From an optimization exercise on the open Yosys and OpenROAD flow, aimed at small area and a short achievable clock period; shortcuts taken in it are not production practice. RTL that was checked went through simulation tests only; none was proved equivalent to the original. The RTL of run 1 was laid out without a check of its function. Power figures rest on the tool's default switching activity, not on a simulated workload.

==> flow/design.v, too long to show whole: its modules and the start of the top module <==
// module bsel: 11 lines
// module bsel_aoi: 10 lines
// module bsel_xnor: 8 lines
// module fa: 11 lines
// module ha: 10 lines
// module wallace_mul: 4551 lines
module wallace_mul
(
    input  logic                          clk,
    input  logic                          arst_n,
    input  logic                          in_valid,
    input  logic [mul_pkg::OPERAND_W-1:0] a,
    input  logic [mul_pkg::OPERAND_W-1:0] b,
    output logic                          out_valid,
    output logic [mul_pkg::PRODUCT_W-1:0] product
);
  // ...
==> flow/flow/run.sh <==
#!/bin/bash
set -e
export BUFFER_PORTS_ARGS="-buffer_cell sky130_fd_sc_hd__buf_4"
bash standard.sh > standard.log 2>&1
==> flow/standard.sh <==
#!/bin/bash
# synth_recipe.tcl (not shown) runs the flow's synth.tcl, then flattens the netlist and writes it again
# the make line also repeats each setting of config.mk as NAME=value (left out here)
make -C /OpenROAD-flow-scripts/flow DESIGN_CONFIG=/design/flow/config.mk WORK_HOME=/design/flow/orfs CLKGATE_MAP_FILE= SYNTH_SCRIPT=/design/flow/synth_recipe.tcl "${@:-finish}"
==> flow/config.mk <==
export PLATFORM = sky130hd
export DESIGN_NAME = wallace_mul
export DESIGN_NICKNAME = wallace_mul
export VERILOG_FILES = /design/flow/design.v
export SDC_FILE = /design/flow/constraint.sdc
export NUM_CORES = 4
export LEC_CHECK = 0
export ABC_AREA = 1
export CAP_MARGIN = 20
export CORE_MARGIN = 2
export CORE_UTILIZATION = 40
export SETUP_SLACK_MARGIN = 2.6
export SLEW_MARGIN = 20
export SYNTH_HIERARCHICAL = 1
==> flow/constraint.sdc <==
create_clock -name core_clock -period 5.7 [get_ports {clk}]
set_input_delay 1.1400 -clock core_clock [delete_from_list [all_inputs] [get_ports {clk}]]
set_output_delay 1.1400 -clock core_clock [all_outputs]
set_load 0.01 [all_outputs]
==> results.sh, run 1 <==
export IMPL_slowest_delay_ns=0.78
export IMPL_cts_tree="done"
export IMPL_clkLatencyLatePin_ns=0.65
export IMPL_viasPerCell=5.46
export IMPL_r2r_end="p_q[49]$_DFF_P_"
export IMPL_grt_usage=0.254
export IMPL_synth_compound_area_frac=0.141
export IMPL_dp_cells=4358
export IMPL_path_max_fanout=32
export IMPL_nonClkBufAreaFrac=0.0433
export IMPL_intPower_mw=13.7
export IMPL_regToRegSetupSlack_ns=2.93
export IMPL_p_total_mw=24.3
export IMPL_peakVddDrop_v=0.000511
export IMPL_die_area_um2=91300
export IMPL_dpl_instance_area_um2=37000
export IMPL_routed_wl_um=116000
export IMPL_met3_length_um=10500
export IMPL_async_flop_share=0.00615
export IMPL_clk_share=0.0518
export IMPL_status="no timing/DRC/antenna violations"
export IMPL_synth_top_area_frac=0.273
export IMPL_synth_common_cells="xor2_1 (512), dfxtp_1 (485), fa_1 (476)"
export IMPL_routed_top_layer="met5"
export IMPL_antenna_found_initial=1
export IMPL_crit_type="input pin to register"
export IMPL_top_regs="p_q (64), vq (3)"
export IMPL_cp_start_kind="input pin"
export IMPL_synth_area_leaders="dfxtp_1 (27%), fa_1 (27%), xor2_1 (13%), o22ai_2 (8.5%), ha_1 (5.1%)"
export IMPL_fp_dieH_um=302
export IMPL_cts_sinks=488
export IMPL_met1_usage=0.340
export IMPL_die_w_um=302
export IMPL_wl_per_cell_um=26.0
export IMPL_first_pass_iters=5
export IMPL_n_all_inverters=269
==> inputs of run 2 (changes only) <==
--- a/flow/design.v
+++ b/flow/design.v
@@ -64,8 +64,8 @@
     output logic [mul_pkg::PRODUCT_W-1:0] product
 );
-    wire [31:0] a_q, b_q;
-    wire bo0;
-    wire bt0;
-    wire bn0;
+    reg [31:0] a_q;
+    reg bo0;
+    reg bt0;
+    reg bn0;
     wire pp0_0;
     wire pp0_1;
@@ -102,7 +102,7 @@
     wire pp0_32;
     wire bnn0;
-    wire bo1;
-    wire bt1;
-    wire bn1;
+    reg bo1;
+    reg bt1;
+    reg bn1;
     wire pp1_0;
     wire pp1_1;
@@ -139,7 +139,7 @@
     wire pp1_32;
     wire bnn1;
-    wire bo2;
-    wire bt2;
-    wire bn2;
+    reg bo2;
+    reg bt2;
+    reg bn2;
     wire pp2_0;
     wire pp2_1;
@@ -176,7 +176,7 @@
     wire pp2_32;
     wire bnn2;
-    wire bo3;
-    wire bt3;
-    wire bn3;
+    reg bo3;
+    reg bt3;
+    reg bn3;
     wire pp3_0;
     wire pp3_1;
@@ -213,7 +213,7 @@
     wire pp3_32;
     wire bnn3;
-    wire bo4;
-    wire bt4;
-    wire bn4;
+    reg bo4;
+    reg bt4;
+    reg bn4;
     wire pp4_0;
     wire pp4_1;
@@ -250,7 +250,7 @@
     wire pp4_32;
     wire bnn4;
-    wire bo5;
-    wire bt5;
-    wire bn5;
+    reg bo5;
+    reg bt5;
+    reg bn5;
     wire pp5_0;
     wire pp5_1;
@@ -287,7 +287,7 @@
     wire pp5_32;
     wire bnn5;
-    wire bo6;
-    wire bt6;
-    wire bn6;
+    reg bo6;
+    reg bt6;
+    reg bn6;
     wire pp6_0;
     wire pp6_1;
@@ -324,7 +324,7 @@
     wire pp6_32;
     wire bnn6;
-    wire bo7;
-    wire bt7;
-    wire bn7;
+    reg bo7;
+    reg bt7;
+    reg bn7;
     wire pp7_0;
     wire pp7_1;
@@ -361,7 +361,7 @@
     wire pp7_32;
     wire bnn7;
-    wire bo8;
-    wire bt8;
-    wire bn8;
+    reg bo8;
+    reg bt8;
+    reg bn8;
     wire pp8_0;
     wire pp8_1;
@@ -398,7 +398,7 @@
     wire pp8_32;
     wire bnn8;
-    wire bo9;
-    wire bt9;
-    wire bn9;
+    reg bo9;
+    reg bt9;
+    reg bn9;
     wire pp9_0;
     wire pp9_1;
@@ -435,7 +435,7 @@
     wire pp9_32;
     wire bnn9;
-    wire bo10;
-    wire bt10;
-    wire bn10;
+    reg bo10;
+    reg bt10;
+    reg bn10;
     wire pp10_0;
     wire pp10_1;
@@ -472,7 +472,7 @@
     wire pp10_32;
     wire bnn10;
-    wire bo11;
-    wire bt11;
-    wire bn11;
+    reg bo11;
+    reg bt11;
+    reg bn11;
     wire pp11_0;
     wire pp11_1;
@@ -509,7 +509,7 @@
     wire pp11_32;
     wire bnn11;
-    wire bo12;
-    wire bt12;
-    wire bn12;
+    reg bo12;
+    reg bt12;
+    reg bn12;
     wire pp12_0;
     wire pp12_1;
@@ -546,7 +546,7 @@
     wire pp12_32;
     wire bnn12;
-    wire bo13;
-    wire bt13;
-    wire bn13;
+    reg bo13;
+    reg bt13;
+    reg bn13;
     wire pp13_0;
     wire pp13_1;
@@ -583,7 +583,7 @@
     wire pp13_32;
     wire bnn13;
-    wire bo14;
-    wire bt14;
-    wire bn14;
+    reg bo14;
+    reg bt14;
+    reg bn14;
     wire pp14_0;
     wire pp14_1;
@@ -620,7 +620,7 @@
     wire pp14_32;
     wire bnn14;
-    wire bo15;
-    wire bt15;
-    wire bn15;
+    reg bo15;
+    reg bt15;
+    reg bn15;
     wire pp15_0;
     wire pp15_1;
@@ -2163,7 +2163,57 @@
     reg r2_c886;
     wire [63:0] fx, fy, fsum;
-    reg [2:0] vq;
-    assign a_q = a;
-    assign b_q = b;
+    reg [3:0] vq;
+    always_ff @(posedge clk)
+    begin
+        a_q <= a;
+        bo0 <= b[0] ^ 1'b0;
+        bt0 <= (b[1] & ~b[0] & ~1'b0) | (~b[1] & b[0] & 1'b0);
+        bn0 <= b[1];
+        bo1 <= b[2] ^ b[1];
+        bt1 <= (b[3] & ~b[2] & ~b[1]) | (~b[3] & b[2] & b[1]);
+        bn1 <= b[3];
+        bo2 <= b[4] ^ b[3];
+        bt2 <= (b[5] & ~b[4] & ~b[3]) | (~b[5] & b[4] & b[3]);
+        bn2 <= b[5];
+        bo3 <= b[6] ^ b[5];
+        bt3 <= (b[7] & ~b[6] & ~b[5]) | (~b[7] & b[6] & b[5]);
+        bn3 <= b[7];
+        bo4 <= b[8] ^ b[7];
+        bt4 <= (b[9] & ~b[8] & ~b[7]) | (~b[9] & b[8] & b[7]);
+        bn4 <= b[9];
+        bo5 <= b[10] ^ b[9];
+        bt5 <= (b[11] & ~b[10] & ~b[9]) | (~b[11] & b[10] & b[9]);
+        bn5 <= b[11];
+        bo6 <= b[12] ^ b[11];
+        bt6 <= (b[13] & ~b[12] & ~b[11]) | (~b[13] & b[12] & b[11]);
+        bn6 <= b[13];
+        bo7 <= b[14] ^ b[13];
+        bt7 <= (b[15] & ~b[14] & ~b[13]) | (~b[15] & b[14] & b[13]);
+        bn7 <= b[15];
+        bo8 <= b[16] ^ b[15];
+        bt8 <= (b[17] & ~b[16] & ~b[15]) | (~b[17] & b[16] & b[15]);
+        bn8 <= b[17];
+        bo9 <= b[18] ^ b[17];
+        bt9 <= (b[19] & ~b[18] & ~b[17]) | (~b[19] & b[18] & b[17]);
+        bn9 <= b[19];
+        bo10 <= b[20] ^ b[19];
+        bt10 <= (b[21] & ~b[20] & ~b[19]) | (~b[21] & b[20] & b[19]);
+        bn10 <= b[21];
+        bo11 <= b[22] ^ b[21];
+        bt11 <= (b[23] & ~b[22] & ~b[21]) | (~b[23] & b[22] & b[21]);
+        bn11 <= b[23];
+        bo12 <= b[24] ^ b[23];
+        bt12 <= (b[25] & ~b[24] & ~b[23]) | (~b[25] & b[24] & b[23]);
+        bn12 <= b[25];
+        bo13 <= b[26] ^ b[25];
+        bt13 <= (b[27] & ~b[26] & ~b[25]) | (~b[27] & b[26] & b[25]);
+        bn13 <= b[27];
+        bo14 <= b[28] ^ b[27];
+        bt14 <= (b[29] & ~b[28] & ~b[27]) | (~b[29] & b[28] & b[27]);
+        bn14 <= b[29];
+        bo15 <= b[30] ^ b[29];
+        bt15 <= (b[31] & ~b[30] & ~b[29]) | (~b[31] & b[30] & b[29]);
+        bn15 <= b[31];
+    end
     always_ff @(posedge clk or negedge arst_n)
     begin
@@ -2171,10 +2221,7 @@
             vq <= '0;
         else
-            vq <= {vq[1:0], in_valid};
+            vq <= {vq[2:0], in_valid};
     end
-    assign out_valid = vq[2];
-    assign bo0 = b_q[0] ^ 1'b0;
-    assign bt0 = (b_q[1] & ~b_q[0] & ~1'b0) | (~b_q[1] & b_q[0] & 1'b0);
-    assign bn0 = b_q[1];
+    assign out_valid = vq[3];
     assign pp0_0 = ((bo0 & a_q[0])) ^ bn0;
     assign pp0_1 = ((bo0 & a_q[1]) | (bt0 & a_q[0])) ^ bn0;
@@ -2211,7 +2258,4 @@
     assign pp0_32 = ((bt0 & a_q[31])) ^ bn0;
     assign bnn0 = ~bn0;
-    assign bo1 = b_q[2] ^ b_q[1];
-    assign bt1 = (b_q[3] & ~b_q[2] & ~b_q[1]) | (~b_q[3] & b_q[2] & b_q[1]);
-    assign bn1 = b_q[3];
     assign pp1_0 = ((bo1 & a_q[0])) ^ bn1;
     assign pp1_1 = ((bo1 & a_q[1]) | (bt1 & a_q[0])) ^ bn1;
@@ -2248,7 +2292,4 @@
     assign pp1_32 = ((bt1 & a_q[31])) ^ bn1;
     assign bnn1 = ~bn1;
-    assign bo2 = b_q[4] ^ b_q[3];
-    assign bt2 = (b_q[5] & ~b_q[4] & ~b_q[3]) | (~b_q[5] & b_q[4] & b_q[3]);
-    assign bn2 = b_q[5];
     assign pp2_0 = ((bo2 & a_q[0])) ^ bn2;
     assign pp2_1 = ((bo2 & a_q[1]) | (bt2 & a_q[0])) ^ bn2;
@@ -2285,7 +2326,4 @@
     assign pp2_32 = ((bt2 & a_q[31])) ^ bn2;
     assign bnn2 = ~bn2;
-    assign bo3 = b_q[6] ^ b_q[5];
-    assign bt3 = (b_q[7] & ~b_q[6] & ~b_q[5]) | (~b_q[7] & b_q[6] & b_q[5]);
-    assign bn3 = b_q[7];
     assign pp3_0 = ((bo3 & a_q[0])) ^ bn3;
     assign pp3_1 = ((bo3 & a_q[1]) | (bt3 & a_q[0])) ^ bn3;
@@ -2322,7 +2360,4 @@
     assign pp3_32 = ((bt3 & a_q[31])) ^ bn3;
     assign bnn3 = ~bn3;
-    assign bo4 = b_q[8] ^ b_q[7];
-    assign bt4 = (b_q[9] & ~b_q[8] & ~b_q[7]) | (~b_q[9] & b_q[8] & b_q[7]);
-    assign bn4 = b_q[9];
     assign pp4_0 = ((bo4 & a_q[0])) ^ bn4;
     assign pp4_1 = ((bo4 & a_q[1]) | (bt4 & a_q[0])) ^ bn4;
@@ -2359,7 +2394,4 @@
     assign pp4_32 = ((bt4 & a_q[31])) ^ bn4;
     assign bnn4 = ~bn4;
-    assign bo5 = b_q[10] ^ b_q[9];
-    assign bt5 = (b_q[11] & ~b_q[10] & ~b_q[9]) | (~b_q[11] & b_q[10] & b_q[9]);
-    assign bn5 = b_q[11];
     assign pp5_0 = ((bo5 & a_q[0])) ^ bn5;
     assign pp5_1 = ((bo5 & a_q[1]) | (bt5 & a_q[0])) ^ bn5;
@@ -2396,7 +2428,4 @@
     assign pp5_32 = ((bt5 & a_q[31])) ^ bn5;
     assign bnn5 = ~bn5;
-    assign bo6 = b_q[12] ^ b_q[11];
-    assign bt6 = (b_q[13] & ~b_q[12] & ~b_q[11]) | (~b_q[13] & b_q[12] & b_q[11]);
-    assign bn6 = b_q[13];
     assign pp6_0 = ((bo6 & a_q[0])) ^ bn6;
     assign pp6_1 = ((bo6 & a_q[1]) | (bt6 & a_q[0])) ^ bn6;
@@ -2433,7 +2462,4 @@
     assign pp6_32 = ((bt6 & a_q[31])) ^ bn6;
     assign bnn6 = ~bn6;
-    assign bo7 = b_q[14] ^ b_q[13];
-    assign bt7 = (b_q[15] & ~b_q[14] & ~b_q[13]) | (~b_q[15] & b_q[14] & b_q[13]);
-    assign bn7 = b_q[15];
     assign pp7_0 = ((bo7 & a_q[0])) ^ bn7;
     assign pp7_1 = ((bo7 & a_q[1]) | (bt7 & a_q[0])) ^ bn7;
@@ -2470,7 +2496,4 @@
     assign pp7_32 = ((bt7 & a_q[31])) ^ bn7;
     assign bnn7 = ~bn7;
-    assign bo8 = b_q[16] ^ b_q[15];
-    assign bt8 = (b_q[17] & ~b_q[16] & ~b_q[15]) | (~b_q[17] & b_q[16] & b_q[15]);
-    assign bn8 = b_q[17];
     assign pp8_0 = ((bo8 & a_q[0])) ^ bn8;
     assign pp8_1 = ((bo8 & a_q[1]) | (bt8 & a_q[0])) ^ bn8;
@@ -2507,7 +2530,4 @@
     assign pp8_32 = ((bt8 & a_q[31])) ^ bn8;
     assign bnn8 = ~bn8;
-    assign bo9 = b_q[18] ^ b_q[17];
-    assign bt9 = (b_q[19] & ~b_q[18] & ~b_q[17]) | (~b_q[19] & b_q[18] & b_q[17]);
-    assign bn9 = b_q[19];
     assign pp9_0 = ((bo9 & a_q[0])) ^ bn9;
     assign pp9_1 = ((bo9 & a_q[1]) | (bt9 & a_q[0])) ^ bn9;
@@ -2544,7 +2564,4 @@
     assign pp9_32 = ((bt9 & a_q[31])) ^ bn9;
     assign bnn9 = ~bn9;
-    assign bo10 = b_q[20] ^ b_q[19];
-    assign bt10 = (b_q[21] & ~b_q[20] & ~b_q[19]) | (~b_q[21] & b_q[20] & b_q[19]);
-    assign bn10 = b_q[21];
     assign pp10_0 = ((bo10 & a_q[0])) ^ bn10;
     assign pp10_1 = ((bo10 & a_q[1]) | (bt10 & a_q[0])) ^ bn10;
@@ -2581,7 +2598,4 @@
     assign pp10_32 = ((bt10 & a_q[31])) ^ bn10;
     assign bnn10 = ~bn10;
-    assign bo11 = b_q[22] ^ b_q[21];
-    assign bt11 = (b_q[23] & ~b_q[22] & ~b_q[21]) | (~b_q[23] & b_q[22] & b_q[21]);
-    assign bn11 = b_q[23];
     assign pp11_0 = ((bo11 & a_q[0])) ^ bn11;
     assign pp11_1 = ((bo11 & a_q[1]) | (bt11 & a_q[0])) ^ bn11;
@@ -2618,7 +2632,4 @@
     assign pp11_32 = ((bt11 & a_q[31])) ^ bn11;
     assign bnn11 = ~bn11;
-    assign bo12 = b_q[24] ^ b_q[23];
-    assign bt12 = (b_q[25] & ~b_q[24] & ~b_q[23]) | (~b_q[25] & b_q[24] & b_q[23]);
-    assign bn12 = b_q[25];
     assign pp12_0 = ((bo12 & a_q[0])) ^ bn12;
     assign pp12_1 = ((bo12 & a_q[1]) | (bt12 & a_q[0])) ^ bn12;
@@ -2655,7 +2666,4 @@
     assign pp12_32 = ((bt12 & a_q[31])) ^ bn12;
     assign bnn12 = ~bn12;
-    assign bo13 = b_q[26] ^ b_q[25];
-    assign bt13 = (b_q[27] & ~b_q[26] & ~b_q[25]) | (~b_q[27] & b_q[26] & b_q[25]);
-    assign bn13 = b_q[27];
     assign pp13_0 = ((bo13 & a_q[0])) ^ bn13;
     assign pp13_1 = ((bo13 & a_q[1]) | (bt13 & a_q[0])) ^ bn13;
@@ -2692,7 +2700,4 @@
     assign pp13_32 = ((bt13 & a_q[31])) ^ bn13;
     assign bnn13 = ~bn13;
-    assign bo14 = b_q[28] ^ b_q[27];
-    assign bt14 = (b_q[29] & ~b_q[28] & ~b_q[27]) | (~b_q[29] & b_q[28] & b_q[27]);
-    assign bn14 = b_q[29];
     assign pp14_0 = ((bo14 & a_q[0])) ^ bn14;
     assign pp14_1 = ((bo14 & a_q[1]) | (bt14 & a_q[0])) ^ bn14;
@@ -2729,7 +2734,4 @@
     assign pp14_32 = ((bt14 & a_q[31])) ^ bn14;
     assign bnn14 = ~bn14;
-    assign bo15 = b_q[30] ^ b_q[29];
-    assign bt15 = (b_q[31] & ~b_q[30] & ~b_q[29]) | (~b_q[31] & b_q[30] & b_q[29]);
-    assign bn15 = b_q[31];
     assign pp15_0 = ((bo15 & a_q[0])) ^ bn15;
     assign pp15_1 = ((bo15 & a_q[1]) | (bt15 & a_q[0])) ^ bn15;
@@ -2766,36 +2768,36 @@
     assign pp15_32 = ((bt15 & a_q[31])) ^ bn15;
     assign bnn15 = ~bn15;
-    assign pp16_0 = a_q[0] & b_q[31];
-    assign pp16_1 = a_q[1] & b_q[31];
-    assign pp16_2 = a_q[2] & b_q[31];
-    assign pp16_3 = a_q[3] & b_q[31];
-    assign pp16_4 = a_q[4] & b_q[31];
-    assign pp16_5 = a_q[5] & b_q[31];
-    assign pp16_6 = a_q[6] & b_q[31];
-    assign pp16_7 = a_q[7] & b_q[31];
-    assign pp16_8 = a_q[8] & b_q[31];
-    assign pp16_9 = a_q[9] & b_q[31];
-    assign pp16_10 = a_q[10] & b_q[31];
-    assign pp16_11 = a_q[11] & b_q[31];
-    assign pp16_12 = a_q[12] & b_q[31];
-    assign pp16_13 = a_q[13] & b_q[31];
-    assign pp16_14 = a_q[14] & b_q[31];
-    assign pp16_15 = a_q[15] & b_q[31];
-    assign pp16_16 = a_q[16] & b_q[31];
-    assign pp16_17 = a_q[17] & b_q[31];
-    assign pp16_18 = a_q[18] & b_q[31];
-    assign pp16_19 = a_q[19] & b_q[31];
-    assign pp16_20 = a_q[20] & b_q[31];
-    assign pp16_21 = a_q[21] & b_q[31];
-    assign pp16_22 = a_q[22] & b_q[31];
-    assign pp16_23 = a_q[23] & b_q[31];
-    assign pp16_24 = a_q[24] & b_q[31];
-    assign pp16_25 = a_q[25] & b_q[31];
-    assign pp16_26 = a_q[26] & b_q[31];
-    assign pp16_27 = a_q[27] & b_q[31];
-    assign pp16_28 = a_q[28] & b_q[31];
-    assign pp16_29 = a_q[29] & b_q[31];
-    assign pp16_30 = a_q[30] & b_q[31];
-    assign pp16_31 = a_q[31] & b_q[31];
+    assign pp16_0 = a_q[0] & bn15;
+    assign pp16_1 = a_q[1] & bn15;
+    assign pp16_2 = a_q[2] & bn15;
+    assign pp16_3 = a_q[3] & bn15;
+    assign pp16_4 = a_q[4] & bn15;
+    assign pp16_5 = a_q[5] & bn15;
+    assign pp16_6 = a_q[6] & bn15;
+    assign pp16_7 = a_q[7] & bn15;
+    assign pp16_8 = a_q[8] & bn15;
+    assign pp16_9 = a_q[9] & bn15;
+    assign pp16_10 = a_q[10] & bn15;
+    assign pp16_11 = a_q[11] & bn15;
+    assign pp16_12 = a_q[12] & bn15;
+    assign pp16_13 = a_q[13] & bn15;
+    assign pp16_14 = a_q[14] & bn15;
+    assign pp16_15 = a_q[15] & bn15;
+    assign pp16_16 = a_q[16] & bn15;
+    assign pp16_17 = a_q[17] & bn15;
+    assign pp16_18 = a_q[18] & bn15;
+    assign pp16_19 = a_q[19] & bn15;
+    assign pp16_20 = a_q[20] & bn15;
+    assign pp16_21 = a_q[21] & bn15;
+    assign pp16_22 = a_q[22] & bn15;
+    assign pp16_23 = a_q[23] & bn15;
+    assign pp16_24 = a_q[24] & bn15;
+    assign pp16_25 = a_q[25] & bn15;
+    assign pp16_26 = a_q[26] & bn15;
+    assign pp16_27 = a_q[27] & bn15;
+    assign pp16_28 = a_q[28] & bn15;
+    assign pp16_29 = a_q[29] & bn15;
+    assign pp16_30 = a_q[30] & bn15;
+    assign pp16_31 = a_q[31] & bn15;
     fa u_s1 (.x(bn1), .y(pp0_2), .z(pp1_0), .s(s1), .c(c2));
     fa u_s3 (.x(bn2), .y(pp0_4), .z(pp1_2), .s(s3), .c(c4));
--- a/flow/config.mk
+++ b/flow/config.mk
@@ -10,5 +10,5 @@
 export CORE_MARGIN = 2
 export CORE_UTILIZATION = 40
-export SETUP_SLACK_MARGIN = 2.6
+export SETUP_SLACK_MARGIN = 3.1
 export SLEW_MARGIN = 20
 export SYNTH_HIERARCHICAL = 1
==> run 2 against run 1 <==
Design area is 1.0% higher. Worst setup slack improved by 0.55 ns. Clock power up 13%. Final cell count is 2.4% higher. Synthesized cell count rose by 2.1%. Critical path type is now register to register. Critical path depth down 1.
==> results.sh, run 2 <==
export IMPL_layout_common_cells="dfxtp_1 (547), xor2_1 (523), o22ai_1 (496)"
export IMPL_root_buffer="clkbuf_16"
export IMPL_met3_usage=0.0972
export IMPL_final_setup_viol_count=0
export IMPL_max_slew_margin=0.416
export IMPL_clockBufferDepth=3
export IMPL_rows=108
export IMPL_wl_per_cell_um=25.8
export IMPL_cts_buffers=68
export IMPL_rsz0062_at_grt="no"
export IMPL_yosysTopAreaCell="dfxtp_1"
export IMPL_postLayoutCoreUtil=0.459
export IMPL_drv_cap=0
export IMPL_crit_path_cell_trace="buf_6 > inv_1 > xor2_2 > fa_1 > fa_1"
export IMPL_die_area_um2=90600
export IMPL_path_buf_inv=2
export IMPL_min_period_over_period=0.455
export IMPL_comb_power_share=0.547
export IMPL_synth_warnings=7
export IMPL_drive_gt1_frac=0.131
export IMPL_ant_nets=0
export IMPL_fp_dieH_um=301
export IMPL_crit_type="register to register"
export IMPL_tns_ns=0
export IMPL_grt_usage=0.260
export IMPL_grt_max_degree=66
export IMPL_worst_setup_path_end_kind="register"
export IMPL_tightest_slew_ns=0.875
export IMPL_path_max_fanout=20
export IMPL_fin_nets=4056
export IMPL_initialDrtViolationCount=2906
export IMPL_peakVddDrop_v=0.000271
export IMPL_synth_area_per_cell_um2=10.6
export IMPL_clkPwrFrac=0.180
export IMPL_port_buffers=131
export IMPL_routed_wl_um=118000
export IMPL_final_hold_violation_count=0
export IMPL_critPathTopFamily="adder cells"
export IMPL_num_vias=25400
export IMPL_seq_area_frac_synth=0.324
export IMPL_synth_seq_cells=569
export IMPL_syn_area_um2=35300
export IMPL_cp_data_arrival_time_ns=3.09
export IMPL_largest_reg_flops=64
export IMPL_slew_violations=0
export IMPL_top_usage_layer="met2"
export IMPL_synth_flop_cell="dfxtp_1"
export IMPL_core_area_um2=87000
export IMPL_place_congestion=0.889
export IMPL_cts_htree_levels=3
export IMPL_clk_pin_slew_worst_paths_ns=0.06
export IMPL_top_regs="p_q (64), a_q (32), vq (4)"
export IMPL_first_pass_iters=6
export IMPL_start_util=0.405
export IMPL_seq_power_share=0.273
export IMPL_worst_slack_ns=3.11
export IMPL_synth_common_cells="dfxtp_1 (565), xor2_1 (527), o22ai_1 (496)"
export IMPL_worstHoldPathType="input pin to async pin"
export IMPL_fin_skew_ns=0.0421
export IMPL_cts_tree="done"
export IMPL_io_pins=132
export IMPL_syn_to_final_growth_pct=13.2
export IMPL_first_global_vias=26300
export IMPL_viasPerCell=5.56
export IMPL_antenna_found_initial=12
export IMPL_async_flop_share=0.00703
export IMPL_final_common_cell="dfxtp_1"
export IMPL_power_leakage_nw=17.4
export IMPL_cts_sinks=569
export IMPL_cp_depth=5
export IMPL_slowest_delay_ns=0.66
export IMPL_nFillCells=8077
export IMPL_crit_required_ns=6.19
export IMPL_postSynthCellCount=3322
export IMPL_grt_ovfl_total=0
export IMPL_clkLatencyLatePin_ns=0.64
export IMPL_p_total_mw=25.4
export IMPL_hpwl_um=78900
export IMPL_dpl_instance_area_um2=37300
export IMPL_min_period_ns=2.59
export IMPL_grt_pass1_wl_um=173000
export IMPL_grt_util_met2=0.377
export IMPL_rr_worst_depth=5
export IMPL_fin_area_um2=39900
export IMPL_pre_cts_slack_ns=2.84
export IMPL_cp_start_kind="register"
export IMPL_power_density_nw_per_um2=638
export IMPL_intPower_mw=14.6
export IMPL_max_freq_mhz=385
export IMPL_regMostFlops="p_q"
export IMPL_p_switching_mw=10.8
export IMPL_swShare=0.425
export IMPL_synthMostInstantiatedCell="dfxtp_1"
export IMPL_path_common_cell="fa_1"
export IMPL_synth_edf_count=0
export IMPL_crit_slowest_cell="dfxtp_2"
export IMPL_met1_usage=0.341
export IMPL_yosysUniqueCellTypes=32
export IMPL_die_w_um=301
export IMPL_route_detailed_drc=0
export IMPL_status="no timing/DRC/antenna violations"
export IMPL_synth_area_leaders="dfxtp_1 (32%), fa_1 (27%), xor2_1 (13%), o22ai_1 (8.8%), ha_1 (5.2%)"
export IMPL_synth_top_area_frac=0.321
## run 2: cell count changes after synthesis, sizes merged, moves of 17 or more
cell    change
buf       -173
clkbuf    +171
dfxtp      +80
inv        +17
nand2      -17
## run 2: routing by layer
metal / vias to the layer above / share of wire
met5: - / 0.00069
met4: 6 / 0.049
met3: 362 / 0.13
met2: 1758 / 0.42
met1: 12500 / 0.40
li1: 10800 / -
## run 2: modules after synthesis, one instance, submodules excluded
module       cells  area, um^2
fa               1        20.0
wallace_mul   2748       24500
ha               1        12.5
## run 2: path summary, 6_finish.rpt
path	startpoint	slack, ns	end
setup / recovery	bn10$_DFF_P_	3.11	r1_s411$_DFF_P_
setup reg to reg	bn10$_DFF_P_	3.11	r1_s411$_DFF_P_
hold / removal	arst_n	0.31	vq[2]$_DFF_PN0_
hold reg to reg	r1_pp0_1$_DFF_P_	0.32	r2_r1_pp0_1$_DFF_P_
min in group core_clock	r1_pp0_1$_DFF_P_	0.32	r2_r1_pp0_1$_DFF_P_
max in group asynchronous	arst_n	5.29	vq[3]$_DFF_PN0_
## run 2: per-stage QoR
step | cells | hold slack (ns)
floorplan | 3334 | 0.310
global placement | 4436 | 0.310
detailed placement | 4436 | 0.312
CTS | 4567 | 0.269
global route | 4574 | 0.285
finish | 4576 | 0.306
## run 2: area by class of cell
| type | instances | area (um^2) | share of cell area |
|---|---|---|---|
| sequential | 569 | 11400 | 0.287 |
| clock buffer | 88 | 1890 | 0.0473 |
| inverter | 288 | 1110 | 0.0279 |
| multi-input combinational | 2218 | 21800 | 0.547 |
| timing repair buffer | 222 | 1720 | 0.0431 |
| clock inverter | 34 | 475 | 0.0119 |
| antenna | 2 | 5.00 | 0.000125 |
| tap | 1155 | 1450 | 0.0362 |
## run 2: cells by family (layout without fill, tap and decap cells)
group	count (synthesis)	in the layout	share of synthesized area
compound gates	527	527	0.0927
xor+xnor	558	558	0.139
fa+ha+maj	622	622	0.322
buf+inv	547	632	0.0607
flops	569	569	0.324
mux	15	15	0.00479
other cells	1	15	0.000106
simple gates	483	483	0.0575
## run 2: power groups by stage
stage,registers (mW),clock network [mW],logic [mW]
6_report,6.95,4.58,13.9
4_1_cts,6.93,4.67,13.9
3_3_place_gp,6.98,0,13.5
3_5_place_dp,7.00,0,13.8
2_1_floorplan,6.78,0,8.56
5_1_grt,7.08,4.84,15.8
## run 2: repair_timing
item	4_1_cts	5_1_grt
resized for setup	18	21
buffers inserted	9	7
endpoints found under the hold margin	0	0
endpoints found under the setup margin	70	49
hold buffers	0	0
==> inputs of run 3 (changes only) <==
==> flow/flow/run.sh (replaced) <==
#!/bin/bash
set -e
export BUFFER_PORTS_ARGS="-buffer_cell sky130_fd_sc_hd__buf_2"
bash standard.sh > standard.log 2>&1
--- a/flow/config.mk
+++ b/flow/config.mk
@@ -9,5 +9,5 @@
 export CAP_MARGIN = 20
 export CORE_MARGIN = 2
-export CORE_UTILIZATION = 40
+export CORE_UTILIZATION = 55
 export SETUP_SLACK_MARGIN = 3.1
 export SLEW_MARGIN = 20
==> run 3 against run 2 <==
Critical path depth shrank 1. Design area decreased by 2.0%. Final cell count is 6.7% lower. Die area shrank 27%. Largest cell class unchanged.
==> results.sh, run 3 <==
export IMPL_start_util=0.558
export IMPL_met3_usage=0.155
export IMPL_r2r_start="bn8$_DFF_P_"
export IMPL_die_area_um2=66200
export IMPL_fin_area_um2=39100
export IMPL_syn_area_um2=35300
export IMPL_dp_cells=4127
export IMPL_rows=92
export IMPL_fin_skew_ns=0.0319
export IMPL_rsz0062_at_grt="no"
export IMPL_wl_per_cell_um=27.7
export IMPL_min_period_ns=2.61
export IMPL_root_buffer="clkbuf_16"
export IMPL_synth_area_per_cell_um2=10.6
export IMPL_core_area_um2=63200
export IMPL_cp_start_kind="register"
export IMPL_clk_pin_slew_worst_paths_ns=0.06
export IMPL_synth_common_cells="dfxtp_1 (565), xor2_1 (527), o22ai_1 (496)"
export IMPL_antenna_found_initial=10
export IMPL_power_leakage_nw=17.3
export IMPL_die_w_um=257
export IMPL_p_total_mw=26.1
export IMPL_fin_nets=4058
export IMPL_slew_violations=0
export IMPL_path_buf_inv=2
export IMPL_max_slew_margin=0.413
export IMPL_worstHoldPathType="input pin to async pin"
export IMPL_regToRegSetupSlack_ns=3.09
export IMPL_peakVddDrop_v=0.000571
export IMPL_synth_seq_cells=569
export IMPL_viasPerCell=6.10
export IMPL_synth_top_area_frac=0.321
export IMPL_crit_required_ns=6.19
export IMPL_final_hold_violation_count=0
export IMPL_cts_tree="done"
export IMPL_largest_reg_flops=64
export IMPL_crit_path_cell_trace="buf_4 > inv_1 > xor2_1 > fa_1"
export IMPL_top_usage_layer="met2"
export IMPL_port_buffers=131
export IMPL_grt_ovfl_total=0
export IMPL_drive_gt1_frac=0.132
export IMPL_seq_area_frac_synth=0.324
export IMPL_cts_sinks=569
export IMPL_startpoint="bn8$_DFF_P_"
export IMPL_yosysUniqueCellTypes=32
export IMPL_crit_slowest_cell="buf_4"
export IMPL_ant_nets=0
export IMPL_regMostFlops="p_q"
export IMPL_drv_cap=0
export IMPL_cp_data_arrival_time_ns=3.10
export IMPL_path_max_fanout=34
export IMPL_max_freq_mhz=383
export IMPL_cts_buffers=66
export IMPL_hpwl_um=78600
export IMPL_syn_to_final_growth_pct=10.9
export IMPL_route_detailed_drc=0
export IMPL_grt_pass1_wl_um=174000
export IMPL_synthMostInstantiatedCell="dfxtp_1"
export IMPL_synth_edf_count=0
export IMPL_io_pins=132
export IMPL_dpl_instance_area_um2=36600
export IMPL_grt_usage=0.359
export IMPL_met1_usage=0.480
export IMPL_fin_cells=4271
export IMPL_postSynthCellCount=3322
export IMPL_min_period_over_period=0.458
export IMPL_cts_htree_levels=3
export IMPL_final_setup_viol_count=0
export IMPL_initialDrtViolationCount=3059
export IMPL_worst_setup_path_end_kind="register"
export IMPL_status="no timing/DRC/antenna violations"
export IMPL_async_flop_share=0.00703
export IMPL_synth_warnings=7
export IMPL_yosysTopAreaCell="dfxtp_1"
export IMPL_final_common_cell="dfxtp_1"
export IMPL_synth_area_leaders="dfxtp_1 (32%), fa_1 (27%), xor2_1 (13%), o22ai_1 (8.8%), ha_1 (5.2%)"
export IMPL_routed_wl_um=119000
export IMPL_clockBufferDepth=3
export IMPL_layout_common_cells="dfxtp_1 (545), xor2_1 (526), o22ai_1 (496)"
export IMPL_synth_flop_cell="dfxtp_1"
export IMPL_crit_type="register to register"
export IMPL_place_congestion=0.927
export IMPL_power_density_nw_per_um2=668
export IMPL_tightest_slew_ns=0.880
export IMPL_tns_ns=0
export IMPL_grt_max_degree=36
export IMPL_first_pass_iters=8
export IMPL_grt_util_met2=0.504
export IMPL_critPathTopFamily="buffers and inverters"
export IMPL_clkLatencyLatePin_ns=0.63
export IMPL_num_vias=26000
export IMPL_first_global_vias=27000
export IMPL_fp_dieH_um=257
export IMPL_slowest_delay_ns=0.67
export IMPL_top_regs="p_q (64), a_q (32), vq (4)"
==> run 3: stage by stage <==
stage                util  hold WS, ns  worst slack (ns)
finish              0.619        0.323              3.09
global route        0.619        0.310              3.10
CTS                 0.618        0.285              3.10
detailed placement  0.578        0.314              2.82
global placement    0.578        0.311              2.88
floorplan               -        0.310              3.35
==> run 3: cell type report <==
cell class	count	area, um^2
diodes	4	10.0
clock buffers	84	1860
clock inverters	36	415
fillers	5132	24100
inverters	288	1120
multi-input cells	2218	21800
flip-flops and latches	569	11400
well taps	846	1060
repair buffers	226	1430
==> run 3: worst paths after layout <==
path	end	depth (start not counted)
worst max-delay path	r1_s389$_DFF_P_	4
min in group core_clock	r2_r1_s1$_DFF_P_	0
worst min register to register	r2_r1_s1$_DFF_P_	0
max in group asynchronous	vq[3]$_DFF_PN0_	1
worst min-delay path	vq[1]$_DFF_PN0_	1
worst max register to register	r1_s389$_DFF_P_	4
==> run 3: kinds of logic (layout without fill, tap and decap cells) <==
| kind of cell | after synthesis | after routing | synth area share |
|---|---|---|---|
| simple gates | 483 | 483 | 0.0575 |
| buf+inv | 547 | 634 | 0.0607 |
| xor+xnor | 558 | 558 | 0.139 |
| fa+ha+maj | 622 | 622 | 0.322 |
| flops | 569 | 569 | 0.324 |
| mux | 15 | 15 | 0.00479 |
| other cells | 1 | 17 | 0.000106 |
| compound gates | 527 | 527 | 0.0927 |
==> run 3: modules after synthesis, one instance, submodules excluded <==
module / flip-flops and latches / cells
wallace_mul: 569 / 2748
fa: 0 / 1
ha: 0 / 1
==> run 3: layer usage <==
layer	wire length (um)	share of wire	vias to the layer above
met4	5720	0.048	6
met1	45700	0.39	12600
met5	46	0.00039	-
met3	18800	0.16	461
met2	48200	0.41	2067
li1	-	-	10900
==> run 3: what timing repair did <==
action	in CTS	in global routing
setup buffers	16	4
cloned	0	0
pin swaps	0	1
setup endpoints to repair	177	39
hold buffers	0	0
hold endpoints to repair	0	0
resized for setup	22	11
==> run 3: report_power, final <==
part / internal [mW] / total, mW / switching, mW
Sequential: 6.02 / 6.91 / 0.898
Clock: 2.61 / 4.41 / 1.80
Combinational: 6.03 / 14.8 / 8.79
==> run 3: worst register-to-register path: cells and delay by family (launching register included) <==
kind,cells,cell delay (ns)
DFF,1,0.31
adders and majority gates,1,0.53
buffers and inverters,2,1.00
xor gates and xnor gates,1,0.64
==> inputs of run 4 (changes only) <==
--- a/flow/config.mk
+++ b/flow/config.mk
@@ -10,5 +10,5 @@
 export CORE_MARGIN = 2
 export CORE_UTILIZATION = 55
-export SETUP_SLACK_MARGIN = 3.1
+export SETUP_SLACK_MARGIN = 3.4
 export SLEW_MARGIN = 20
 export SYNTH_HIERARCHICAL = 1
==> run 4 against run 3 <==
Worst hold slack improved by 0.0036 ns. Final cell count increased by 0.82%. Worst setup slack improved by 0.17 ns. Clock skew about the same. Critical path depth unchanged. Sequential cell count unchanged. Clock-buffer cell count increased by 6. Via count increased by 1.5%. Critical path type unchanged. Highest routed layer unchanged.
==> results.sh, run 4 <==
export IMPL_wl_met2_um=49600
export IMPL_final_hold_violation_count=0
export IMPL_postLayoutCoreUtil=0.657
export IMPL_start_util=0.558
export IMPL_num_vias=26400
export IMPL_place_congestion=0.941
export IMPL_routed_top_layer="met5"
export IMPL_viasPerCell=6.14
export IMPL_crit_required_ns=6.18
export IMPL_routed_wl_um=121000
export IMPL_port_buffers=131
export IMPL_p_total_mw=27.1
export IMPL_rows=92
export IMPL_max_slew_margin=0.534
export IMPL_fin_skew_ns=0.0323
export IMPL_synth_flop_cell="dfxtp_1"
export IMPL_worst_slack_ns=3.26
export IMPL_clkLatencyLatePin_ns=0.62
export IMPL_slew_violations=0
export IMPL_clockBufferDepth=3
export IMPL_fin_hold_ws_ns=0.327
export IMPL_min_period_over_period=0.429
export IMPL_synth_edf_count=0
export IMPL_cts_htree_levels=3
export IMPL_synth_area_leaders="dfxtp_1 (32%), fa_1 (27%), xor2_1 (13%), o22ai_1 (8.8%), ha_1 (5.2%)"
export IMPL_swShare=0.432
export IMPL_initialDrtViolationCount=3419
export IMPL_first_global_vias=27300
export IMPL_synth_common_cells="dfxtp_1 (565), xor2_1 (527), o22ai_1 (496)"
export IMPL_synthMostInstantiatedCell="dfxtp_1"
export IMPL_first_pass_iters=9
export IMPL_largest_reg_flops=64
export IMPL_power_density_nw_per_um2=652
export IMPL_tns_ns=0
export IMPL_fin_nets=4099
export IMPL_worstHoldPathType="input pin to async pin"
export IMPL_path_max_fanout=1
export IMPL_grt_pass1_wl_um=175000
export IMPL_synth_seq_cells=569
export IMPL_worst_setup_path_end_kind="register"
export IMPL_die_w_um=257
export IMPL_regMostFlops="p_q"
export IMPL_cts_tree="done"
export IMPL_status="no timing/DRC/antenna violations"
export IMPL_final_common_cell="xor2_1"
export IMPL_synth_area_per_cell_um2=10.6
export IMPL_syn_area_um2=35300
export IMPL_route_detailed_drc=0
export IMPL_core_area_um2=63200
export IMPL_intPower_mw=15.4
export IMPL_seq_power_share=0.258
export IMPL_layout_common_cells="xor2_1 (502), dfxtp_1 (499), o22ai_1 (411)"
export IMPL_synth_warnings=7
export IMPL_cp_data_arrival_time_ns=2.92
export IMPL_clkPwrFrac=0.164
export IMPL_seq_area_frac_synth=0.324
export IMPL_tightest_slew_ns=0.696
export IMPL_power_leakage_nw=18.0
export IMPL_drt_met1_wl_um=46100
export IMPL_antenna_found_initial=11
export IMPL_peakVddDrop_v=0.000536
export IMPL_max_freq_mhz=409
export IMPL_yosysTopAreaCell="dfxtp_1"
export IMPL_root_buffer="clkbuf_16"
export IMPL_cts_sinks=569
export IMPL_hpwl_um=79100
export IMPL_drv_cap=0
export IMPL_final_setup_viol_count=0
export IMPL_cts_buffers=67
export IMPL_dp_cells=4129
export IMPL_crit_type="register to register"
export IMPL_io_pins=132
export IMPL_p_switching_mw=11.7
export IMPL_grt_ovfl_total=0
export IMPL_pre_cts_slack_ns=2.84
export IMPL_clk_pin_slew_worst_paths_ns=0.06
export IMPL_wl_per_cell_um=28.2
export IMPL_fin_cells=4306
export IMPL_grt_usage=0.361
export IMPL_ant_nets=0
export IMPL_dpl_instance_area_um2=36600
export IMPL_min_period_ns=2.44
export IMPL_die_area_um2=66200
export IMPL_rsz0062_at_grt="yes"
export IMPL_syn_to_final_growth_pct=17.7
export IMPL_met3_length_um=19100
export IMPL_drive_gt1_frac=0.225
export IMPL_top_regs="p_q (64), a_q (32), vq (4)"
export IMPL_synth_top_area_frac=0.321
export IMPL_fin_area_um2=41500
export IMPL_comb_power_share=0.578
export IMPL_async_flop_share=0.00703
export IMPL_postSynthCellCount=3322
export IMPL_cp_start_kind="register"
export IMPL_yosysUniqueCellTypes=32
export IMPL_grt_max_degree=66
export IMPL_fp_dieH_um=257
==> run 4: routing by layer <==
layer / track usage / vias up
li1: - / 10900
met1: 0.481 / 12800
met2: 0.500 / 2167
met3: 0.157 / 517
met4: 0.178 / 6
met5: 0 / -
==> run 4: logic make-up after synthesis <==
kind of cell | Yosys count | synth area share
adder cells (fa/ha/maj) | 622 | 0.322
other | 1 | 0.000106
XOR/XNOR | 558 | 0.139
flip-flops | 569 | 0.324
buffers and inverters | 547 | 0.0607
AO/OA/AOI/OAI | 527 | 0.0927
AND/OR/NAND/NOR | 483 | 0.0575
multiplexers | 15 | 0.00479
==> run 4: worst paths after layout <==
| path | startpoint | to | slack [ns] | depth (start not counted) |
|---|---|---|---|---|
| worst max-delay path | r1_s481$_DFF_P_ | r2_s1011$_DFF_P_ | 3.26 | 4 |
| worst min-delay path | arst_n | vq[0]$_DFF_PN0_ | 0.33 | 1 |
| worst max register to register | r1_s481$_DFF_P_ | r2_s1011$_DFF_P_ | 3.26 | 4 |
| worst min register to register | r1_pp0_1$_DFF_P_ | r2_r1_pp0_1$_DFF_P_ | 0.33 | 0 |
| max in group asynchronous | arst_n | vq[3]$_DFF_PN0_ | 5.26 | 1 |
| min in group core_clock | r1_pp0_1$_DFF_P_ | r2_r1_pp0_1$_DFF_P_ | 0.33 | 0 |
==> run 4: what timing repair did <==
action / CTS / global route
buffers inserted: 25 / 29
pin swaps: 80 / 104
setup endpoints to repair: 306 / 191
hold buffers: 0 / 0
resized for setup: 227 / 314
gates cloned: 0 / 4
==> run 4: layout make-up <==
class / count / area (um^2)
tap: 846 / 1060
sequential: 569 / 11500
clock buffer: 90 / 1920
multi-input combinational: 2218 / 23100
timing repair buffer: 266 / 2470
inverter: 288 / 1130
antenna: 3 / 7.51
clock inverter: 26 / 342
fill: 4850 / 21700
==> run 4: worst max-delay path, stage by stage (launching register included) <==
cell	delay (ns)
dfxtp_4	0.37
fa_2	0.55
fa_2	0.45
fa_1	0.52
fa_1	0.41
==> run 4: per-module statistics from Yosys (local to each module, per instance) <==
module,flops+latches,cells inside,copies in the design
wallace_mul,569,2748,1
fa,0,1,476
ha,0,1,98
==> run 4: power groups by stage <==
stage	Clock (mW)	Combinational, mW	Sequential, mW
2_1_floorplan	0	8.57	6.78
5_1_grt	4.65	17.3	7.12
3_3_place_gp	0	14.1	6.93
4_1_cts	4.49	14.9	6.94
3_5_place_dp	0	14.4	6.97
6_report	4.43	15.6	6.99
==> inputs of run 5 (changes only) <==
--- a/flow/config.mk
+++ b/flow/config.mk
@@ -10,4 +10,5 @@
 export CORE_MARGIN = 2
 export CORE_UTILIZATION = 55
+export CTS_BUF_LIST = sky130_fd_sc_hd__clkbuf_8
 export SETUP_SLACK_MARGIN = 3.4
 export SLEW_MARGIN = 20
==> run 5 against run 4 <==
Die area is the same. Maximum frequency up 0.57%. Non-clock buffer count rose by 1. Clock-buffer cell count up 33. Clock skew down 0.00090 ns.
==> results.sh, run 5 <==
export IMPL_status="no timing/DRC/antenna violations"
export IMPL_fin_area_um2=41500
export IMPL_synth_seq_cells=569
export IMPL_grt_pass1_wl_um=175000
export IMPL_rsz0062_at_grt="yes"
export IMPL_syn_area_um2=35300
export IMPL_grt_max_degree=66
export IMPL_peakVddDrop_v=0.000594
export IMPL_final_hold_violation_count=0
export IMPL_synthMostInstantiatedCell="dfxtp_1"
export IMPL_async_flop_share=0.00703
export IMPL_postSynthCellCount=3322
export IMPL_antenna_found_initial=9
export IMPL_synth_top_area_frac=0.321
export IMPL_hpwl_um=79100
export IMPL_syn_to_final_growth_pct=17.8
export IMPL_worst_setup_path_end_kind="register"
export IMPL_grt_usage=0.361
export IMPL_drv_cap=0
export IMPL_top_regs="p_q (64), a_q (32), vq (4)"
export IMPL_cp_start_kind="register"
export IMPL_crit_required_ns=6.28
export IMPL_rows=92
export IMPL_p_total_mw=26.9
export IMPL_wl_per_cell_um=28.0
export IMPL_max_slew_margin=0.485
export IMPL_clockBufferDepth=3
export IMPL_min_period_ns=2.43
export IMPL_clkLatencyLatePin_ns=0.72
export IMPL_grt_ovfl_total=0
export IMPL_ant_nets=0
export IMPL_tns_ns=0
export IMPL_viasPerCell=6.05
export IMPL_final_common_cell="xor2_1"
export IMPL_max_freq_mhz=412
export IMPL_largest_reg_flops=64
export IMPL_fin_skew_ns=0.0314
export IMPL_initialDrtViolationCount=3656
export IMPL_cts_sinks=569
export IMPL_synth_common_cells="dfxtp_1 (565), xor2_1 (527), o22ai_1 (496)"
export IMPL_root_buffer="clkbuf_8"
export IMPL_holdBufCountCts=0
export IMPL_power_leakage_nw=18.1
export IMPL_regMostFlops="p_q"
export IMPL_cp_data_arrival_time_ns=3.01
export IMPL_tightest_slew_ns=0.770
export IMPL_synth_warnings=7
export IMPL_crit_type="register to register"
export IMPL_drive_gt1_frac=0.239
export IMPL_final_setup_viol_count=0
export IMPL_first_global_vias=27400
export IMPL_io_pins=132
export IMPL_synth_area_per_cell_um2=10.6
export IMPL_layout_common_cells="xor2_1 (498), dfxtp_1 (481), o22ai_1 (418)"
export IMPL_place_congestion=0.941
export IMPL_synth_flop_cell="dfxtp_1"
export IMPL_routed_wl_um=122000
export IMPL_fp_dieH_um=257
export IMPL_path_max_fanout=1
export IMPL_cts_buffers=99
export IMPL_seq_area_frac_synth=0.324
export IMPL_port_buffers=131
export IMPL_clk_pin_slew_worst_paths_ns=0.07
export IMPL_dpl_instance_area_um2=36600
export IMPL_cts_tree="done"
export IMPL_start_util=0.558
export IMPL_worstHoldPathType="input pin to async pin"
export IMPL_synth_edf_count=0
export IMPL_yosysUniqueCellTypes=32
export IMPL_power_density_nw_per_um2=648
export IMPL_num_vias=26400
export IMPL_pre_cts_slack_ns=2.84
export IMPL_die_area_um2=66200
export IMPL_yosysTopAreaCell="dfxtp_1"
export IMPL_slew_violations=0
export IMPL_synth_area_leaders="dfxtp_1 (32%), fa_1 (27%), xor2_1 (13%), o22ai_1 (8.8%), ha_1 (5.2%)"
export IMPL_route_detailed_drc=0
export IMPL_cts_htree_levels=3
export IMPL_postLayoutCoreUtil=0.657
export IMPL_die_w_um=257
export IMPL_worst_slack_ns=3.27
export IMPL_core_area_um2=63200
export IMPL_min_period_over_period=0.426
export IMPL_fin_nets=4132
export IMPL_first_pass_iters=8
-- run 5: metrics by stage --
step	std cells	hold WS (ns)
floorplan	3334	0.310
global route	4370	0.204
global placement	4129	0.313
finish	4371	0.229
detailed placement	4129	0.318
CTS	4330	0.170
-- run 5: logic make-up after synthesis --
group | after synthesis | share of synthesized area
other cells | 1 | 0.000106
fa+ha+maj | 622 | 0.322
flops | 569 | 0.324
mux | 15 | 0.00479
compound gates | 527 | 0.0927
xor+xnor | 558 | 0.139
simple gates | 483 | 0.0575
buf+inv | 547 | 0.0607
-- run 5: area by class of cell --
class                           instances  area [um^2]
Antenna cell                            2         5.00
Fill cell                            4933        21700
Tap cell                              846         1060
Clock buffer                          123         1690
Clock inverter                         58          490
Timing Repair Buffer                  267         2590
Sequential cell                       569        11500
Inverter                              288         1130
Multi-Input combinational cell       2218        23000
-- run 5: worst max-delay path, cell delays in order (launching register included) --
cell and delay [ns]:
dfxtp_4 0.37, fa_2 0.55, fa_2 0.45, fa_1 0.52, fa_1 0.41
-- run 5: worst paths after layout --
kind,startpoint,depth (start not counted),slack (ns),endpoint
worst max-delay path,r1_s481$_DFF_P_,4,3.27,r2_s1011$_DFF_P_
worst min-delay path,arst_n,1,0.23,vq[1]$_DFF_PN0_
worst max register to register,r1_s481$_DFF_P_,4,3.27,r2_s1011$_DFF_P_
worst min register to register,r1_pp0_1$_DFF_P_,0,0.33,r2_r1_pp0_1$_DFF_P_
max in group asynchronous,arst_n,1,5.36,vq[0]$_DFF_PN0_
min in group core_clock,r1_pp0_1$_DFF_P_,0,0.33,r2_r1_pp0_1$_DFF_P_
-- run 5: per-layer routing --
| metal | track usage | vias to the layer above | share of wire |
|---|---|---|---|
| met3 | 0.148 | 457 | 0.16 |
| li1 | - | 11000 | - |
| met1 | 0.484 | 12900 | 0.38 |
| met2 | 0.499 | 2130 | 0.41 |
| met4 | 0.186 | 6 | 0.050 |
| met5 | 0 | - | 0.00038 |
-- run 5: power by group --
group          leakage, nW  switching, mW  internal, mW
sequential            4.81          0.960          6.07
combinational         12.1           9.06          6.71
clock                 1.19           1.79          2.32
total                 18.1           11.8          15.1
-- run 5: timing repair --
action	CTS	global route
cloned	0	9
pin swaps	71	109
buffers inserted	20	30
setup endpoints to repair	367	217
gates resized for setup	221	335
-- run 5: Yosys stat by module, one instance, submodules excluded --
module | cell area (um^2) | flip-flops and latches | times used | cells inside
ha | 12.5 | 0 | 98 | 1
fa | 20.0 | 0 | 476 | 1
wallace_mul | 24500 | 569 | 1 | 2748
==> inputs of run 6 (changes only) <==
--- a/flow/config.mk
+++ b/flow/config.mk
@@ -9,7 +9,6 @@
 export CAP_MARGIN = 20
 export CORE_MARGIN = 2
-export CORE_UTILIZATION = 55
-export CTS_BUF_LIST = sky130_fd_sc_hd__clkbuf_8
-export SETUP_SLACK_MARGIN = 3.4
+export CORE_UTILIZATION = 65
+export SETUP_SLACK_MARGIN = 3.1
 export SLEW_MARGIN = 20
 export SYNTH_HIERARCHICAL = 1
==> run 6 against run 5 <==
Still clean. Synthesized cell count unchanged. Clock skew increased by 0.012 ns. Design area decreased by 6.2%. Via count increased by 0.76%. Global-route usage increased by 5.6 points. Critical path type unchanged. Largest power group unchanged.
==> results.sh, run 6 <==
export IMPL_status="no timing/DRC/antenna violations"
export IMPL_first_global_vias=28000
export IMPL_largest_reg_flops=64
export IMPL_holdBufCountCts=0
export IMPL_cts_htree_levels=2
export IMPL_first_pass_iters=9
export IMPL_grt_ovfl_total=0
export IMPL_yosysTopAreaCell="dfxtp_1"
export IMPL_max_slew_margin=0.424
export IMPL_seq_area_frac_synth=0.324
export IMPL_syn_area_um2=35300
export IMPL_top_regs="p_q (64), a_q (32), vq (4)"
export IMPL_peakVddDrop_v=0.000548
export IMPL_synthMostInstantiatedCell="dfxtp_1"
export IMPL_min_period_over_period=0.466
export IMPL_crit_type="register to register"
export IMPL_fin_nets=4053
export IMPL_max_freq_mhz=376
export IMPL_tightest_slew_ns=0.860
export IMPL_drv_cap=0
export IMPL_clockBufferDepth=3
export IMPL_worstHoldPathType="input pin to async pin"
export IMPL_layout_common_cells="dfxtp_1 (545), xor2_1 (526), o22ai_1 (496)"
export IMPL_io_pins=132
export IMPL_synth_area_per_cell_um2=10.6
export IMPL_path_max_fanout=34
export IMPL_yosysUniqueCellTypes=32
export IMPL_slew_violations=0
export IMPL_power_density_nw_per_um2=672
export IMPL_grt_pass1_wl_um=172000
export IMPL_slowest_delay_ns=0.77
export IMPL_cp_data_arrival_time_ns=3.16
export IMPL_die_w_um=237
export IMPL_synth_flop_cell="dfxtp_1"
export IMPL_synth_area_leaders="dfxtp_1 (32%), fa_1 (27%), xor2_1 (13%), o22ai_1 (8.8%), ha_1 (5.2%)"
export IMPL_dpl_instance_area_um2=36400
export IMPL_core_area_um2=53700
export IMPL_postSynthCellCount=3322
export IMPL_cts_tree="done"
export IMPL_final_common_cell="dfxtp_1"
export IMPL_drive_gt1_frac=0.133
export IMPL_synth_common_cells="dfxtp_1 (565), xor2_1 (527), o22ai_1 (496)"
export IMPL_ant_nets=0
export IMPL_rows=85
export IMPL_cp_start_kind="register"
export IMPL_synth_warnings=7
export IMPL_num_vias=26600
export IMPL_power_leakage_nw=17.3
export IMPL_final_hold_violation_count=0
export IMPL_min_period_ns=2.66
export IMPL_regMostFlops="p_q"
export IMPL_clk_pin_slew_worst_paths_ns=0.07
export IMPL_synth_seq_cells=569
export IMPL_route_detailed_drc=0
export IMPL_antenna_found_initial=13
export IMPL_clkLatencyLatePin_ns=0.65
export IMPL_rsz0062_at_grt="no"
export IMPL_crit_slowest_cell="xor2_1"
export IMPL_tns_ns=0
export IMPL_wl_per_cell_um=28.3
export IMPL_viasPerCell=6.47
export IMPL_routed_wl_um=116000
export IMPL_fp_dieH_um=237
export IMPL_die_area_um2=56100
export IMPL_async_flop_share=0.00703
export IMPL_root_buffer="clkbuf_16"
export IMPL_synth_edf_count=0
export IMPL_fin_area_um2=39000
export IMPL_fin_skew_ns=0.0436
export IMPL_start_util=0.657
export IMPL_cts_sinks=569
export IMPL_initialDrtViolationCount=3679
export IMPL_grt_max_degree=41
export IMPL_synth_top_area_frac=0.321
export IMPL_final_setup_viol_count=0
export IMPL_crit_path_cell_trace="buf_4 > inv_1 > xor2_1 > fa_1"
export IMPL_hpwl_um=78100
export IMPL_grt_usage=0.417
export IMPL_syn_to_final_growth_pct=10.5
export IMPL_place_congestion=0.950
export IMPL_worst_setup_path_end_kind="register"
export IMPL_cts_buffers=60
export IMPL_crit_required_ns=6.20
export IMPL_port_buffers=131
==> run 6: cell counts after synthesis <==
Identical to the previous run, type by type.
==> run 6: cells by family (layout without fill, tap and decap cells) <==
kind of cell,count (synthesis),after routing,synth area share
adder cells (fa/ha/maj),622,622,0.322
other,1,17,0.000106
buffers and inverters,547,626,0.0607
flip-flops,569,569,0.324
XOR/XNOR,558,558,0.139
AND/OR/NAND/NOR,483,483,0.0575
multiplexers,15,15,0.00479
AO/OA/AOI/OAI,527,527,0.0927
==> run 6: area by class of cell <==
type | instances | area, um^2
inverters | 288 | 1130
clock buffers | 75 | 1710
diodes | 4 | 10.0
flip-flops and latches | 569 | 11400
well taps | 696 | 871
repair buffers | 227 | 1410
clock inverters | 36 | 599
multi-input cells | 2218 | 21800
fillers | 3892 | 14700
==> run 6: worst paths after layout <==
kind,slack [ns],endpoint,cells past startpoint,startpoint
max,3.04,r1_s415$_DFF_P_,4,bn11$_DFF_P_
min,0.32,vq[3]$_DFF_PN0_,1,arst_n
max reg2reg,3.04,r1_s415$_DFF_P_,4,bn11$_DFF_P_
min reg2reg,0.32,r2_r1_s1$_DFF_P_,0,r1_s1$_DFF_P_
max in group asynchronous,5.27,vq[1]$_DFF_PN0_,1,arst_n
min in group core_clock,0.32,r2_r1_s1$_DFF_P_,0,r1_s1$_DFF_P_
==> run 6: power by group <==
group	switching, mW	internal (mW)	total (mW)
registers	0.935	6.02	6.95
logic	8.75	6.01	14.8
clock network	1.69	2.80	4.50
total	11.4	14.8	26.2
==> run 6: worst max-delay path, delay by kind of cell, from the launching register on <==
family	cells	cell delay [ns]
xor+xnor	1	0.77
flops	1	0.31
buf+inv	2	0.88
fa+ha+maj	1	0.55
==> run 6: per-stage QoR <==
stage                     hold WS [ns]  instances  setup slack, ns  total power [mW]   util
final                            0.321       4113             3.04              26.2  0.726
after detailed placement         0.314       3980             2.75              21.2  0.677
after global routing             0.301       4109             3.11              28.1  0.725
after floorplan                  0.310       3334             3.35              15.3      -
after CTS                        0.296       4103             3.11              25.9  0.723
after global placement           0.313       3980             2.89              20.5  0.677
==> run 6: what timing repair did <==
action                     4_1_cts  5_1_grt
gates resized for setup         21       17
setup buffers                   12        6
setup endpoints to repair      135       46
==> run 6: layer usage <==
layer | GRT usage | share of wire
met1 | 0.531 | 0.36
met2 | 0.588 | 0.40
met3 | 0.210 | 0.17
met4 | 0.209 | 0.063
met5 | 0 | 0.00072
==> run 6: modules after synthesis (local to each module, per instance) <==
module	flip-flops and latches	copies in the design	cell area (um^2)	cells
fa	0	476	20.0	1
wallace_mul	569	1	24500	2748
ha	0	98	12.5	1

[what the ideal ports hide]
No port has a modelled driver above. Below, the same layouts with a new extraction and two added sets of constraints.
Step 1 (the two cells are an assumption about what drives the block):
set clk [get_ports {clk}]
set_driving_cell -lib_cell sky130_fd_sc_hd__clkbuf_16 $clk
set_driving_cell -lib_cell sky130_fd_sc_hd__buf_2 [delete_from_list [all_inputs] $clk]
Step 2 times the ports against the registers' clock, not the clock port: input delays grow and output delays shrink by t, the midpoint of the rising clock arrivals with the driver on.
Slacks: no drivers / after step 1 / after step 2; pairs: no drivers / after step 1.
| run | t, ns | setup slack, ns | worst data-port slew with drivers (ns) |
|---|---|---|---|
| run 1 | 0.699 | 2.551 / 2.591 / 1.892 | 0.12 |
| run 2 | 0.677 | 3.105 / 3.105 / 3.105 | 0.06 |
| run 3 | 0.676 | 3.090 / 3.090 / 3.090 | 0.04 |
| run 4 | 0.673 | 3.257 / 3.257 / 3.257 | 0.05 |
| run 5 | 0.762 | 3.270 / 3.270 / 3.270 | 0.05 |
| run 6 | 0.690 | 3.043 / 3.043 / 3.043 | 0.03 |
After both steps setup and hold are still met in every run listed. The setup slack of run 1, which loses most, moves by +0.040 ns with the drivers and by -0.659 ns with both steps.
